What follows belongs to an exercise in optimizing a design on an open flow for small area, a short achievable clock period and few clock cycles per item; a production flow would make more cautious choices. In this exercise RTL edits were held to simulation tests only and were not proved equivalent to the original.

## config.mk

```make
export PLATFORM = sky130hd
export DESIGN_NAME = exec_unit
export DESIGN_NICKNAME = exec_unit
export VERILOG_FILES = /design/flow/design.v
export SDC_FILE = /design/flow/constraint.sdc
export NUM_CORES = 4
export LEC_CHECK = 0
export CAP_MARGIN = 20
export CORE_MARGIN = 2
export CORE_UTILIZATION = 40
export SLEW_MARGIN = 20
```

## constraint.sdc

```tcl
create_clock -name core_clock -period 8.0 [get_ports {clk}]
set_input_delay 1.6000 -clock core_clock [delete_from_list [all_inputs] [get_ports {clk}]]
set_output_delay 1.6000 -clock core_clock [all_outputs]
set_load 0.01 [all_outputs]
```

## design.v

```verilog
module exec_unit (
  input  logic        clk,
  input  logic        reset,
  input  logic        valid_in,
  input  logic [3:0]  Aluop,
  input  logic [1:0]  SHTOp,
  input  logic [31:0] srca,
  input  logic [31:0] srcb,
  input  logic [4:0]  shamt,
  input  logic        shvar,
  input  logic        mfhi,
  input  logic        mflo,
  output logic [31:0] result,
  output logic        valid_out,
  output logic        overflow,
  output logic        busy,
  output logic [31:0] hi,
  output logic [31:0] lo
);
  localparam logic [3:0] OP_ADDU = 4'b0000;
  localparam logic [3:0] OP_ADD  = 4'b0001;
  localparam logic [3:0] OP_SUBU = 4'b0010;
  localparam logic [3:0] OP_SUB  = 4'b0011;
  localparam logic [3:0] OP_AND  = 4'b0100;
  localparam logic [3:0] OP_OR   = 4'b0101;
  localparam logic [3:0] OP_NOR  = 4'b0110;
  localparam logic [3:0] OP_XOR  = 4'b0111;
  localparam logic [3:0] OP_SLTU = 4'b1000;
  localparam logic [3:0] OP_SLT  = 4'b1001;
  localparam logic [3:0] OP_MULT = 4'b1010;
  localparam logic [3:0] OP_MULU = 4'b1011;
  localparam logic [3:0] OP_DIV  = 4'b1100;
  localparam logic [3:0] OP_DIVU = 4'b1101;
  localparam logic [3:0] OP_LUI  = 4'b1110;
  localparam logic [1:0] SH_SLL = 2'b01;
  localparam logic [1:0] SH_SRL = 2'b10;
  localparam logic [1:0] SH_SRA = 2'b11;
  typedef enum logic [2:0] {S_IDLE, S_MUL, S_DSET, S_DIV, S_FIX} state_t;
  state_t      r_state;
  logic [31:0] r_result;
  logic        r_valid_out;
  logic        r_overflow;
  logic        r_busy;
  logic [31:0] r_hi;
  logic [31:0] r_lo;
  logic        r_neg_q;      
  logic        r_neg_r;      
  logic [31:0] r_a;          
  logic [31:0] r_b;          
  logic [4:0]  r_cnt;        
  logic [4:0]  w_amt;
  logic        w_is_md;
  logic        w_md_signed;
  logic        w_b_zero;
  logic [31:0] w_sum;
  logic [31:0] w_diff;
  logic [31:0] w_result;
  logic        w_overflow;
  logic [2:0]  w_mdig;
  logic [31:0] w_nega;
  logic [31:0] w_negb;
  logic [31:0] w_absa;
  logic        w_sa;
  logic        w_sb;
  logic        w_sbp;
  logic        w_a_zero;
  assign w_amt       = shvar ? srca[4:0] : shamt;
  assign w_sum       = srca + srcb;
  assign w_diff      = srca - srcb;
  assign w_md_signed = !Aluop[0];
  assign w_b_zero    = (srcb == 32'd0);
  assign w_a_zero    = (srca == 32'd0);
  assign w_nega      = 32'd0 - srca;
  assign w_negb      = 32'd0 - srcb;
  assign w_sa        = w_md_signed && srca[31];
  assign w_sb        = w_md_signed && srcb[31];
  assign w_absa      = w_sa ? w_nega : srca;
  assign w_sbp       = w_sa ? (!w_b_zero && !srcb[31]) : w_sb;
  assign w_is_md     = !mfhi && !mflo && (SHTOp == 2'b00) &&
                       ((Aluop == OP_MULT) || (Aluop == OP_MULU) ||
                        (Aluop == OP_DIV)  || (Aluop == OP_DIVU));
  always_comb begin
    logic [31:0] m;
    logic        z, o, nz, fits;
    w_mdig = 3'd7;
    for (int n = 7; n >= 1; n--) begin
      m    = 32'hFFFF_FFFF << (4*n);
      z    = (srcb & m) == 32'd0;
      o    = (srcb & m) == m;
      nz   = (srcb & ~m) != 32'd0;
      if (!w_md_signed)  fits = z;
      else if (!srcb[31]) fits = z;
      else if (w_sa)      fits = o && nz;
      else                fits = o;
      if (fits) w_mdig = n - 1;
    end
  end
  always_comb begin
    w_result   = 32'd0;
    w_overflow = 1'b0;
    if (mfhi) begin
      w_result = r_hi;
    end else if (mflo) begin
      w_result = r_lo;
    end else if (SHTOp != 2'b00) begin
      case (SHTOp)
        SH_SLL:  w_result = srcb << w_amt;
        SH_SRL:  w_result = srcb >> w_amt;
        SH_SRA:  w_result = $unsigned($signed(srcb) >>> w_amt);
        default: w_result = 32'd0;
      endcase
    end else begin
      case (Aluop)
        OP_ADDU: w_result = w_sum;
        OP_ADD: begin
          w_result   = w_sum;
          w_overflow = (srca[31] == srcb[31]) && (w_sum[31] != srca[31]);
        end
        OP_SUBU: w_result = w_diff;
        OP_SUB: begin
          w_result   = w_diff;
          w_overflow = (srca[31] != srcb[31]) && (w_diff[31] != srca[31]);
        end
        OP_AND:  w_result = srca & srcb;
        OP_OR:   w_result = srca | srcb;
        OP_NOR:  w_result = ~(srca | srcb);
        OP_XOR:  w_result = srca ^ srcb;
        OP_SLTU: w_result = {31'd0, (srca < srcb)};
        OP_SLT:  w_result = {31'd0, ($signed(srca) < $signed(srcb))};
        OP_LUI:  w_result = {srcb[15:0], 16'h0000};
        default: w_result = 32'd0;
      endcase
    end
  end
  function automatic logic [127:0] f_csa(input logic [63:0] x, input logic [63:0] y,
                                         input logic [63:0] z);
    f_csa = {((x & y) | (x & z) | (y & z)) << 1, x ^ y ^ z};
  endfunction
  logic [3:0]   w_dig;
  logic [63:0]  w_r0, w_r1, w_r2, w_r3, w_r4;
  logic [127:0] w_l1, w_l2, w_l3;
  logic [63:0]  w_mul_next;
  assign w_dig = r_b[4*r_cnt[2:0] +: 4];
  assign w_r0  = {r_hi[27:0], r_lo, 4'd0};
  assign w_r1  = {32'd0, r_a & {32{w_dig[0]}}};
  assign w_r2  = {31'd0, r_a & {32{w_dig[1]}}, 1'd0};
  assign w_r3  = {30'd0, r_a & {32{w_dig[2]}}, 2'd0};
  assign w_r4  = {29'd0, r_a & {32{w_dig[3]}}, 3'd0};
  assign w_l1  = f_csa(w_r1, w_r2, w_r3);
  assign w_l2  = f_csa(w_l1[63:0], w_l1[127:64], w_r4);
  assign w_l3  = f_csa(w_l2[63:0], w_l2[127:64], w_r0);
  assign w_mul_next = w_l3[63:0] + w_l3[127:64];
  function automatic logic [5:0] f_bitlen(input logic [31:0] x);
    f_bitlen = 6'd0;
    for (int i = 0; i < 32; i++)
      if (x[i]) f_bitlen = i + 1;
  endfunction
  logic [5:0]  w_la;
  logic [5:0]  w_lb;
  logic [5:0]  w_ldiff;
  assign w_la    = f_bitlen(r_hi);
  assign w_lb    = f_bitlen(r_b);
  assign w_ldiff = w_la - w_lb;
  logic [32:0] w_rem_sub;
  logic        w_q_bit;
  assign w_rem_sub = {1'b0, r_hi} - {1'b0, r_b};
  assign w_q_bit   = !w_rem_sub[32];
  always_ff @(posedge clk) begin
    r_valid_out <= 1'b0;
    case (r_state)
      S_IDLE: begin
        if (valid_in) begin
          if (w_is_md) begin
            r_neg_q <= w_sa ^ w_sb;
            r_neg_r <= w_sa;
            r_a     <= w_absa;
            if (Aluop[2]) begin
              r_b  <= w_sb ? w_negb : srcb;
              r_lo <= w_b_zero ? 32'hFFFF_FFFF : 32'd0;
              if (w_b_zero)
                r_hi <= srca;
              else
                r_hi <= w_absa;
              if (!w_b_zero) begin
                r_state <= S_DSET;
                r_busy  <= 1'b1;
              end
            end else begin
              r_b   <= w_sa ? w_negb : srcb;
              if (w_sbp) begin
                r_hi <= {32{!w_a_zero}};
                r_lo <= w_sa ? srca : w_nega;
              end else begin
                r_hi <= 32'd0;
                r_lo <= 32'd0;
              end
              r_cnt <= {2'b00, w_mdig};
              if (!w_b_zero) begin
                r_state <= S_MUL;
                r_busy  <= 1'b1;
              end
            end
          end else begin
            r_result    <= w_result;
            r_overflow  <= w_overflow;
            r_valid_out <= 1'b1;
          end
        end
      end
      S_MUL: begin
        {r_hi, r_lo} <= w_mul_next;
        r_cnt <= r_cnt - 5'd1;
        if (r_cnt[2:0] == 3'd0) begin
          r_state <= S_IDLE;
          r_busy  <= 1'b0;
        end
      end
      S_DSET: begin
        if (w_la < w_lb) begin
          if (r_neg_r) begin
            r_state <= S_FIX;
          end else begin
            r_state <= S_IDLE;
            r_busy  <= 1'b0;
          end
        end else begin
          r_b     <= r_b << w_ldiff[4:0];
          r_cnt   <= w_ldiff[4:0];
          r_state <= S_DIV;
        end
      end
      S_DIV: begin
        if (w_q_bit) r_hi <= w_rem_sub[31:0];
        r_lo  <= {r_lo[30:0], w_q_bit};
        r_b   <= {1'b0, r_b[31:1]};
        r_cnt <= r_cnt - 5'd1;
        if (r_cnt == 5'd0) begin
          if (r_neg_q || r_neg_r) begin
            r_state <= S_FIX;
          end else begin
            r_state <= S_IDLE;
            r_busy  <= 1'b0;
          end
        end
      end
      S_FIX: begin
        if (r_neg_r) r_hi <= 32'd0 - r_hi;
        if (r_neg_q) r_lo <= 32'd0 - r_lo;
        r_state <= S_IDLE;
        r_busy  <= 1'b0;
      end
      default: begin
        r_state <= S_IDLE;
        r_busy  <= 1'b0;
      end
    endcase
    if (reset) begin
      r_state     <= S_IDLE;
      r_valid_out <= 1'b0;
      r_busy      <= 1'b0;
      r_hi        <= 32'd0;
      r_lo        <= 32'd0;
    end
  end
  assign result    = r_result;
  assign valid_out = r_valid_out;
  assign overflow  = r_overflow;
  assign busy      = r_busy;
  assign hi        = r_hi;
  assign lo        = r_lo;
endmodule
```

## run.sh

```bash
#!/bin/bash
# synth_recipe.tcl (not shown) runs the flow's synth.tcl, then flattens the netlist and writes it again
# the make line also repeats each setting of config.mk as NAME=value (left out here)
make -C /OpenROAD-flow-scripts/flow DESIGN_CONFIG=/design/flow/config.mk WORK_HOME=/design/flow/orfs CLKGATE_MAP_FILE= SYNTH_SCRIPT=/design/flow/synth_recipe.tcl finish
```

==> qor.yml <==
start_util_pct: 40.30
fin_area_sq_um: 34190
drt-initial-drc-count: 5079
first_pass_iters: 7
postSynth.asyncResetShare_pct: 0
die_w_um: 280.4
grt_pass1_wl_mm: 221.3
num_vias: 34690
worst_pin_slew_ns: 1.250
syn_nets: 4442
ys_ff_latch: 173
drc: 0
seq_area_sq_um: 4506
n_fill_cell: 7817
dp_hpwl_mm: 118.0
cts_buffers: 17
ys.flop_type: "edfxtp_1"
core_area_sq_um: 75820
cts_resized: 0
yosys_warnings: 1
r2r_end: "r_hi[28]"
insertion_delay_ns: 0.51
die_h_um: 280.4
grt_max_degree: 66
synth_edf_count: 104
min_path_cells: 2
syn_area_sq_um: 30560
required_ns: 8.39
clkSinkCount: 173
holdBufCountCts: 0
path_class: "reg2reg"
worst_r2r_path_depth: 18
max_freq_mhz: 137.6
wl_per_cell_um: 30.17
ys_types: 104
wl_mm: 153.8
cp-end-kind: "register"
die_area_sq_um: 78620
ant_nets: 0
ir_worst_vdd_mv: 0.1793
layout-drive-gt1-share_pct: 7.575
maxCapViolations: 0
post_cts_buffers: 0
p_leak_uw: 0.01336
detail_route.vias_per_cell: 6.805
power.density_nw_per_um2: 110.9
worstHoldPathType: "reg2reg"
finalSetupViolCount: 0
path_max_fanout: 29
grt_antenna_before_repair: 1
antenna_cells: 0
final_nets: 4461
placed_area_sq_um: 33530
power.total_uw: 3791
multiInputGateArea_sq_um: 24320
fin_crit_sh_pct: 90.82
hold_path_startpoint: "r_lo[30]"
clockRootBuffer: "clkbuf_16"
synthCells: 4087
timing.slew.headroom_pct: 16.68
syn2layout_area_growth_pct: 11.89
crit-reg2reg-launch: "r_cnt[0]"
avgSynthCellArea_sq_um: 7.477
cts_tree: "built"
path_clk_slew_ns: 0.08
grt_setup_unrepaired: "no"
post-route-util_pct: 45.10
top_level_ports: 180
post-route-min-period_ns: 7.266
r2r_slack_ns: 0.73
grt_pass1_vias: 32170
cp.arrival_ns: 7.65
overflow: 0
worst_slack_ns: 0.7340
min_to: "r_lo[30]"
status: "timing/DRC/antenna clean"
num_rows: 101
seq_area_frac_synth_pct: 14.74
io_buffers: 179
hold_viol: 0
finClkSkew_ns: 0.01441
dpl_worst_slack_ns: 0.8339
htree_num_levels: 4
gp_congestion: 1.046
setup_tns_ns: 0
clock_path_buffers: 2
track_usage_pct: 38.20
drv_slew: 0
start_kind: "register"
sequential cells by signal (all words and copies together) (netlist names):
name,cells
r_busy,1
r_result,32
r_overflow,1
r_hi,32
r_lo,32
r_a,32
r_neg_q,1
r_state,3
r_valid_out,1
r_b,32
r_neg_r,1
r_cnt,5
worst max-delay path: stages, from the launching register on:
cell       delay (ns)
edfxtp_1         0.69
mux4_2           0.62
mux2i_4          0.28
buf_4            0.42
nor2b_1          0.13
fa_1             0.59
fa_1             0.44
fa_1             0.45
ha_1             0.48
and4_1           0.26
nand2_1          0.11
or4_1            0.61
nor4_2           0.26
o41a_2           0.28
a41oi_2          0.42
nor4_1           0.45
xnor2_1          0.16
a211oi_1         0.10
a2111oi_0        0.38
per-stage QoR:
step	cells	hold WS, ns
final	5097	0.5951
after global routing	5097	0.6084
after CTS	5095	0.5833
after detailed placement	5063	0.5708
after global placement	5062	0.5830
after floorplan	4087	0.5127
logic make-up (layout without fill, tap and decap cells):
family | Yosys count | after routing | synth area share [%]
simple gates | 1394 | 1394 | 21.82
compound gates | 1305 | 1305 | 27.89
buf+inv | 496 | 528 | 6.436
fa+ha+maj | 274 | 274 | 13.60
xor+xnor | 245 | 245 | 7.046
mux | 200 | 200 | 8.467
flops | 173 | 173 | 14.74
worst max-delay path by stage:
stage | depth (start not counted) | to | from
after CTS | 18 | r_hi[28] | r_cnt[0]
after global routing | 18 | r_hi[28] | r_cnt[0]
after floorplan | 21 | r_hi[12] | r_cnt[0]
after detailed placement | 18 | r_hi[18] | r_cnt[0]
final | 18 | r_hi[28] | r_cnt[0]
after global placement | 18 | r_hi[18] | r_cnt[0]
layer usage:
metal  track usage (%)  routed length [um]  up-vias
met5             1.563                 168        -
met4             23.16               11200        2
met3             10.18               18390      527
met2             56.56               64540     2399
met1             49.36               59450    16690
li1                  -                   -    15070
synth_stat cells (56+ instances only):
cell type / count / area, sq um
nor3_1: 109 / 545.5
dfxtp_1: 69 / 1381
a21o_1: 56 / 420.4
nor2_1: 411 / 1543
edfxtp_1: 104 / 3123
a21oi_1: 374 / 1872
clkbuf_1: 242 / 908.4
mux2i_1: 142 / 1421
nor2b_1: 152 / 950.9
fa_1: 97 / 1942
xnor2_1: 191 / 1673
o21ai_0: 268 / 1341
nand2_1: 368 / 1381
ha_1: 177 / 2215
nand3_1: 103 / 515.5
inv_1: 174 / 653.1
a211oi_1: 77 / 578.1
o211ai_1: 56 / 420.4
report_power, final:
group,switching [uW],total (uW),internal (uW)
registers,27.2,1000,977
clock network,479,935,456
logic,1210,1850,643
layout by cell type (no fill, tap or decap), types with 104 or more instances in the layout:
cell type        instances
mux2i_1                134
o21ai_0                268
nor2b_1                152
ha_1                   176
nor3_1                 107
buf_4                  136
nor2_1                 404
edfxtp_1               104
clkdlybuf4s50_1        176
a21oi_1                371
inv_1                  174
nand2_1                368
xnor2_1                189
layout make-up:
cell class / count / area share, %
clock inverters: 14 / 0.5050
multi-input cells: 3418 / 71.14
clock buffers: 18 / 1.284
well taps: 978 / 3.579
inverters: 178 / 1.954
flip-flops and latches: 173 / 13.18
repair buffers: 318 / 8.365
Testbench counts, summed over its fixed seeds: cycles 6,762, ops 3,216.

## static timing again, ports no longer ideal
The results above use ideal ports. As a check the final layout listed here was re-extracted and re-timed, cells and wires unchanged.
Step 1 (the two cells are an assumption about what drives the block):
set clk [get_ports {clk}]
set_driving_cell -lib_cell sky130_fd_sc_hd__clkbuf_16 $clk
set_driving_cell -lib_cell sky130_fd_sc_hd__buf_2 [delete_from_list [all_inputs] $clk]
Step 2 times the ports against the registers' clock, not the clock port: input delays grow and output delays shrink by t, the midpoint of the rising clock arrivals with the driver on.
Three values: ideal, step 1, step 2; two values: the first two.
t (ns): 0.579
setup slack, ns: 0.734 / 0.734 / 0.734
latest minus earliest clock arrival (ns): 0.016 / 0.016
After both steps setup and hold are still met in this run. For this run, drivers alone change the setup slack by 0.000 ns; drivers and shift together by 0.000 ns.
